This design comes from an exercise in tuning for small area on the open sky130 flow, not from production work. At most, simulation tests tie the RTL to the original design; equivalence was not proved. No activity file was given, so power comes from the tool's default toggle rates.

==> build 4: inputs <==
## csr_top
module csr_top (
    input  logic                          clk_i,
    input  logic                          arst_n_i,
    input  logic                          csr_valid_i,
    input  logic                          csr_csren_i,
    input  logic [csr_pkg::CSR_IDX_W-1:0] csr_index_i,
    input  logic [csr_pkg::XLEN-1:0]      csr_data_i,
    input  logic                          csr_mret_i,
    input  logic                          commit_valid_i,
    input  logic [csr_pkg::OPCODE_W-1:0]  commit_opcode_i,
    input  logic [csr_pkg::XLEN-1:0]      commit_pc_i,
    input  logic                          commit_trap_i,
    input  logic                          commit_trap_async_i,
    input  logic [csr_pkg::TRAP_CAUSE_W-1:0] commit_trap_cause_i,
    input  logic [csr_pkg::XLEN-1:0]      commit_trap_value_i,
    input  logic [csr_pkg::CSR_IDX_W-1:0] read_index_i,
    output logic [csr_pkg::XLEN-1:0]      read_data_o,
    output logic                          read_illegal_o,
    output logic                          flush_req_o,
  ...
Settings: LEC_CHECK=0, CAP_MARGIN=20, CORE_MARGIN=2, CORE_UTILIZATION=60, SLEW_MARGIN=20; clock period 7.0 ns.
standard.sh (not shown) runs the stock make flow with config.mk's settings and CLKGATE_MAP_FILE= SYNTH_SCRIPT=/design/flow/synth_recipe.tcl, a recipe that flattens the netlist after the stock synthesis.
==> flow/flow/run.sh <==
#!/bin/bash
# Layout flow: the standard ORFS flow with three changes
#  - synthesis maps the logic with an area-oriented ABC script (flow/abc_area.script);
#    everything else in synthesis (synth_recipe.tcl, the register mapping) is unchanged
#  - port buffers use the smallest buffer, sky130_fd_sc_hd__buf_1
#  - CTS options from flow/cts_args.txt
set -euo pipefail
here=$(pwd)

# synthesis script: ORFS synth.tcl with the ABC script swapped, sourced by synth_recipe.tcl
sed "s|^\( *\)log_cmd abc {\*}\$abc_args|\1set abc_args [lreplace \$abc_args 1 1 $here/flow/abc_area.script]\n\1log_cmd abc {*}\$abc_args|" \
    "$FLOW_HOME/scripts/synth.tcl" > my_synth_core.tcl
grep -q "abc_area.script" my_synth_core.tcl
sed "s|source \$::env(SCRIPTS_DIR)/synth.tcl|source $here/my_synth_core.tcl|" synth_recipe.tcl > my_synth.tcl
grep -q "my_synth_core.tcl" my_synth.tcl
sed "s|SYNTH_SCRIPT=[^ ]*synth_recipe.tcl|SYNTH_SCRIPT=$here/my_synth.tcl|" standard.sh > my_standard.sh
grep -q "my_synth.tcl" my_standard.sh

export BUFFER_PORTS_ARGS="-buffer_cell sky130_fd_sc_hd__buf_1"
if [[ -f flow/cts_args.txt ]]; then
  export CTS_ARGS="$(cat flow/cts_args.txt)"
fi

bash my_standard.sh > flow.log 2>&1
==> flow/flow/abc_area.script <==
&get -n
&st
&dch
&nf
&put
topo
stime -c
dnsize -c
==> flow/flow/cts_args.txt <==
-sink_clustering_enable -repair_clock_nets -dont_use_dummy_load -buf_list sky130_fd_sc_hd__clkbuf_2
==> inputs of build 26, as changes to build 4 <==
==> flow/flow/abc_area.script (replaced) <==
&get -n
&st
&dch
&nf -R 30
&put
topo
stime -c
dnsize -c
CORE_UTILIZATION = 40   (was 60)
PLACE_DENSITY = 0.85   (was unset)
==> inputs of trial 18, as changes to build 4 <==
==> flow/flow/abc_area.script (replaced) <==
&get -n
&st
&dch
&nf -R 30
&put
topo
stime -c
dnsize -c
CORE_UTILIZATION = 50   (was 60)
PLACE_DENSITY = 0.75   (was unset)
==> summary.txt <==
In sequential power, build 26 and build 4 hardly differ.
In clock power, build 26 and build 4 hardly differ.
Of build 4 and build 26, build 26 has the higher power (gap about 0.5%, measured against build 26).
First-iteration DRC count: trial 18 < build 4 < build 26.


==> inputs of run D <==
Another version of the RTL of csr_top (not shown whole).
Design csr_top, start of the top module:
module csr_top (
    input  logic                          clk_i,
    input  logic                          arst_n_i,
    input  logic                          csr_valid_i,
    input  logic                          csr_csren_i,
    input  logic [csr_pkg::CSR_IDX_W-1:0] csr_index_i,
    input  logic [csr_pkg::XLEN-1:0]      csr_data_i,
    input  logic                          csr_mret_i,
    input  logic                          commit_valid_i,
    input  logic [csr_pkg::OPCODE_W-1:0]  commit_opcode_i,
    input  logic [csr_pkg::XLEN-1:0]      commit_pc_i,
    input  logic                          commit_trap_i,
    input  logic                          commit_trap_async_i,
    input  logic [csr_pkg::TRAP_CAUSE_W-1:0] commit_trap_cause_i,
    input  logic [csr_pkg::XLEN-1:0]      commit_trap_value_i,
    input  logic [csr_pkg::CSR_IDX_W-1:0] read_index_i,
    output logic [csr_pkg::XLEN-1:0]      read_data_o,
    output logic                          read_illegal_o,
    output logic                          flush_req_o,
    output logic [csr_pkg::XLEN-1:0]      flush_newpc_o
);
==> module csr_flush, before the edit <==
module csr_flush (
    input  logic            trap_i,
    input  logic            mret_i,
    input  logic [XLEN-1:0] pc_i,
    input  logic            trap_async_i,
    input  logic [5:0]      trap_cause_i,
    input  logic [XLEN-1:0] mtvec_i,
    input  logic [XLEN-1:0] mepc_i,
    output logic [XLEN-1:0] newpc_o
);
    wire sel_pc = !trap_i && !mret_i;
    wire vec    = trap_i && mtvec_i[0] && trap_async_i;
    wire [XLEN-1:2] base = ({(XLEN-2){trap_i}} & mtvec_i[XLEN-1:2])
                         | ({(XLEN-2){mret_i}} & mepc_i[XLEN-1:2])
                         | ({(XLEN-2){sel_pc}} & pc_i[XLEN-1:2]);
    wire [5:0] addend = ({6{vec}} & trap_cause_i) | {5'd0, sel_pc};
    wire [6:0] low    = {1'b0, base[7:2]} + {1'b0, addend};
    wire c0 = low[6];
    localparam int NG = (XLEN - 8) / 4;
    logic [NG-1:0]   g;     
    logic [NG-1:0]   gg;    
    logic [XLEN-1:8] t;     
    for (genvar k = 0; k < NG; k++) begin : g_grp
        assign g[k] = &base[8+4*k +: 4];
        if (k == 0) begin : g_first
            assign gg[k] = 1'b1;
        end else begin : g_rest
            assign gg[k] = &g[k-1:0];
        end
        assign t[8+4*k] = c0 & gg[k];
        for (genvar i = 1; i < 4; i++) begin : g_bit
            assign t[8+4*k+i] = t[8+4*k+i-1] & base[8+4*k+i-1];
        end
    end
    assign newpc_o[XLEN-1:8] = base[XLEN-1:8] ^ t;
    assign newpc_o[7:2]      = low[5:0];
    assign newpc_o[1:0]      = ({2{mret_i}} & mepc_i[1:0]) | ({2{sel_pc}} & pc_i[1:0]);
endmodule
clock: 7.0 ns
lec_check: 0
cap_margin: 20
core_margin: 2
core_utilization: 40
place_density: 0.85
slew_margin: 20
==> flow/flow/abc_area.script <==
&get -n
&st
&dch
&nf
&put
topo
stime -c
dnsize -c
Scripts as last shown in full above: flow/flow/run.sh, flow/flow/cts_args.txt
==> run F: changes against run D <==
--- a/flow/design.v
+++ b/flow/design.v
@@ -105,17 +105,19 @@
     wire c0 = low[6];
-    localparam int NG = (XLEN - 8) / 4;
-    logic [NG-1:0]   g;     
-    logic [NG-1:0]   gg;    
-    logic [XLEN-1:8] t;     
-    for (genvar k = 0; k < NG; k++) begin : g_grp
-        assign g[k] = &base[8+4*k +: 4];
-        if (k == 0) begin : g_first
-            assign gg[k] = 1'b1;
-        end else begin : g_rest
-            assign gg[k] = &g[k-1:0];
-        end
-        assign t[8+4*k] = c0 & gg[k];
-        for (genvar i = 1; i < 4; i++) begin : g_bit
-            assign t[8+4*k+i] = t[8+4*k+i-1] & base[8+4*k+i-1];
+    logic [XLEN-1:8] p;    
+    logic [6:0]      g;    
+    logic [6:0]      gg;   
+    for (genvar b = 0; b < 7; b++) begin : g_byte
+        assign p[8+8*b] = 1'b1;
+        for (genvar i = 1; i < 8; i++) begin : g_bit
+            assign p[8+8*b+i] = p[8+8*b+i-1] & base[8+8*b+i-1];
         end
+        assign g[b] = &base[8+8*b +: 8];
+    end
+    assign gg[0] = 1'b1;
+    for (genvar b = 1; b < 7; b++) begin : g_gg
+        assign gg[b] = &g[b-1:0];
+    end
+    logic [XLEN-1:8] t;
+    for (genvar b = 0; b < 7; b++) begin : g_t
+        assign t[8+8*b +: 8] = {8{c0 & gg[b]}} & p[8+8*b +: 8];
     end
--- a/flow/flow/run.sh
+++ b/flow/flow/run.sh
@@ -6,2 +6,3 @@
 #  - CTS options from flow/cts_args.txt
+#  - power recovery (downsizing non-critical gates) after global routing
 set -euo pipefail
@@ -23,2 +24,5 @@
 
+# downsize gates on paths with positive slack after global routing
+export RECOVER_POWER=100
+
 bash my_standard.sh > flow.log 2>&1
==> flow/flow/abc_area.script (replaced) <==
&get -n
&st
&dch
&nf -R 30
&put
topo
stime -c
dnsize -c
--- a/flow/config.mk
+++ b/flow/config.mk
@@ -10,3 +10,2 @@
 export CORE_UTILIZATION = 40
-export PLACE_DENSITY = 0.85
 export SLEW_MARGIN = 20
==> run C: changes against run D <==
--- a/flow/design.v
+++ b/flow/design.v
@@ -105,17 +105,19 @@
     wire c0 = low[6];
-    localparam int NG = (XLEN - 8) / 4;
-    logic [NG-1:0]   g;     
-    logic [NG-1:0]   gg;    
-    logic [XLEN-1:8] t;     
-    for (genvar k = 0; k < NG; k++) begin : g_grp
-        assign g[k] = &base[8+4*k +: 4];
-        if (k == 0) begin : g_first
-            assign gg[k] = 1'b1;
-        end else begin : g_rest
-            assign gg[k] = &g[k-1:0];
-        end
-        assign t[8+4*k] = c0 & gg[k];
-        for (genvar i = 1; i < 4; i++) begin : g_bit
-            assign t[8+4*k+i] = t[8+4*k+i-1] & base[8+4*k+i-1];
+    logic [XLEN-1:8] p;    
+    logic [6:0]      g;    
+    logic [6:0]      gg;   
+    for (genvar b = 0; b < 7; b++) begin : g_byte
+        assign p[8+8*b] = 1'b1;
+        for (genvar i = 1; i < 8; i++) begin : g_bit
+            assign p[8+8*b+i] = p[8+8*b+i-1] & base[8+8*b+i-1];
         end
+        assign g[b] = &base[8+8*b +: 8];
+    end
+    assign gg[0] = 1'b1;
+    for (genvar b = 1; b < 7; b++) begin : g_gg
+        assign gg[b] = &g[b-1:0];
+    end
+    logic [XLEN-1:8] t;
+    for (genvar b = 0; b < 7; b++) begin : g_t
+        assign t[8+8*b +: 8] = {8{c0 & gg[b]}} & p[8+8*b +: 8];
     end
==> flow/flow/abc_area.script (replaced) <==
&get -n
&st
&dch
&nf -R 30
&put
topo
stime -c
dnsize -c
--- a/flow/config.mk
+++ b/flow/config.mk
@@ -10,3 +10,3 @@
 export CORE_UTILIZATION = 40
-export PLACE_DENSITY = 0.85
+export PLACE_DENSITY = 0.95
 export SLEW_MARGIN = 20
==> run E: changes against run D <==
--- a/flow/design.v
+++ b/flow/design.v
@@ -105,17 +105,19 @@
     wire c0 = low[6];
-    localparam int NG = (XLEN - 8) / 4;
-    logic [NG-1:0]   g;     
-    logic [NG-1:0]   gg;    
-    logic [XLEN-1:8] t;     
-    for (genvar k = 0; k < NG; k++) begin : g_grp
-        assign g[k] = &base[8+4*k +: 4];
-        if (k == 0) begin : g_first
-            assign gg[k] = 1'b1;
-        end else begin : g_rest
-            assign gg[k] = &g[k-1:0];
-        end
-        assign t[8+4*k] = c0 & gg[k];
-        for (genvar i = 1; i < 4; i++) begin : g_bit
-            assign t[8+4*k+i] = t[8+4*k+i-1] & base[8+4*k+i-1];
+    logic [XLEN-1:8] p;    
+    logic [6:0]      g;    
+    logic [6:0]      gg;   
+    for (genvar b = 0; b < 7; b++) begin : g_byte
+        assign p[8+8*b] = 1'b1;
+        for (genvar i = 1; i < 8; i++) begin : g_bit
+            assign p[8+8*b+i] = p[8+8*b+i-1] & base[8+8*b+i-1];
         end
+        assign g[b] = &base[8+8*b +: 8];
+    end
+    assign gg[0] = 1'b1;
+    for (genvar b = 1; b < 7; b++) begin : g_gg
+        assign gg[b] = &g[b-1:0];
+    end
+    logic [XLEN-1:8] t;
+    for (genvar b = 0; b < 7; b++) begin : g_t
+        assign t[8+8*b +: 8] = {8{c0 & gg[b]}} & p[8+8*b +: 8];
     end
--- a/flow/config.mk
+++ b/flow/config.mk
@@ -10,3 +10,2 @@
 export CORE_UTILIZATION = 40
-export PLACE_DENSITY = 0.85
 export SLEW_MARGIN = 20
==> summary.txt <==
item	run F	run D	run C	run E
Cell Pwr Density	207 nW/um^2	203 nW/um^2	204 nW/um^2	205 nW/um^2
Logic pwr share	14.2%	14.1%	14.4%	14.2%
Routed vias	19500	19700	20000	19600
Cell Area, Synth	21200 um^2	21300 um^2	21200 um^2	21300 um^2
Type of the tightest min-delay check	register to register	register to register	primary input to async pin	primary input to async pin
Post-layout util	46.9%	47.2%	47.3%	47.1%
Global routing usage on met1	37.5%	34.4%	35.4%	37.6%
Placeable Area	52400 um^2	52700 um^2	52400 um^2	52600 um^2
Multi-input gate share of total cell area	41.8%	41.8%	41.7%	42.1%
Switching part of the total	30.8%	30.7%	30.7%	30.5%
Post-layout min period	6.67 ns	6.69 ns	6.83 ns	6.74 ns
Worst Path Arrival	5.27 ns	5.29 ns	5.43 ns	5.34 ns
Clock network contribution to total cell area	2.42%	2.28%	2.32%	2.41%
Highest routed metal layer	met5	met4	met4	met5
Width of the die	234 um	235 um	234 um	235 um
Initial antenna violation count	4	4	10	7
Upper clock frequency limit	150 MHz	149 MHz	146 MHz	148 MHz
Pin count of the biggest net entering global routing	76	86	73	73
Outcome	failed layout checks	complete, no violations	complete, no violations	complete, no violations
Reasons for failing layout checks	capacitance limit, slew limit	-	-	-
Vias per cell	6.21	6.33	6.37	6.27
Max Fanout on Critical Path	20	18	40	23
Startpoint of the worst setup timing path	commit_trap_i	csr_valid_i	commit_trap_i	csr_mret_i
Internal Dissipation	3520 uW	3500 uW	3510 uW	3520 uW
Adder-cell area share of the yosys netlist	7.47%	9.48%	7.47%	7.45%
For run D, only the layout was checked, not whether the RTL still works.

==> separate check: timing with driven ports <==
How much do the figures lean on ideal ports? The routed layouts below were timed once more, with nothing changed but the port constraints.
Step 1 assumes that a clkbuf_16 drives the clock port and a buf_2 every other input.
Step 2 times the ports against the registers' clock, not the clock port: input delays grow and output delays shrink by t, the midpoint of the rising clock arrivals with the driver on.
a / b / c = ideal ports / drivers / drivers and shift; a / b = the first two.
run	t, ns	setup slack, ns	latest minus earliest clock arrival (ns)	cell pins on the clock port's net
build 4	1.050	0.173 / 0.132 / 0.132	0.081 / 0.081	1
build 26	1.105	0.338 / 0.314 / 0.314	0.148 / 0.148	1
trial 18	1.068	0.137 / 0.112 / 0.112	0.144 / 0.144	1
run D	1.085	0.311 / 0.279 / 0.279	0.136 / 0.136	1
run F	1.122	0.335 / 0.312 / -0.738	0.128 / 0.127	1
run C	1.104	0.168 / 0.144 / 0.144	0.096 / 0.096	1
run E	1.144	0.263 / 0.230 / 0.230	0.128 / 0.128	1
The setup slack of run F, which loses most, moves by -0.023 ns with the drivers and by -1.073 ns with both steps.
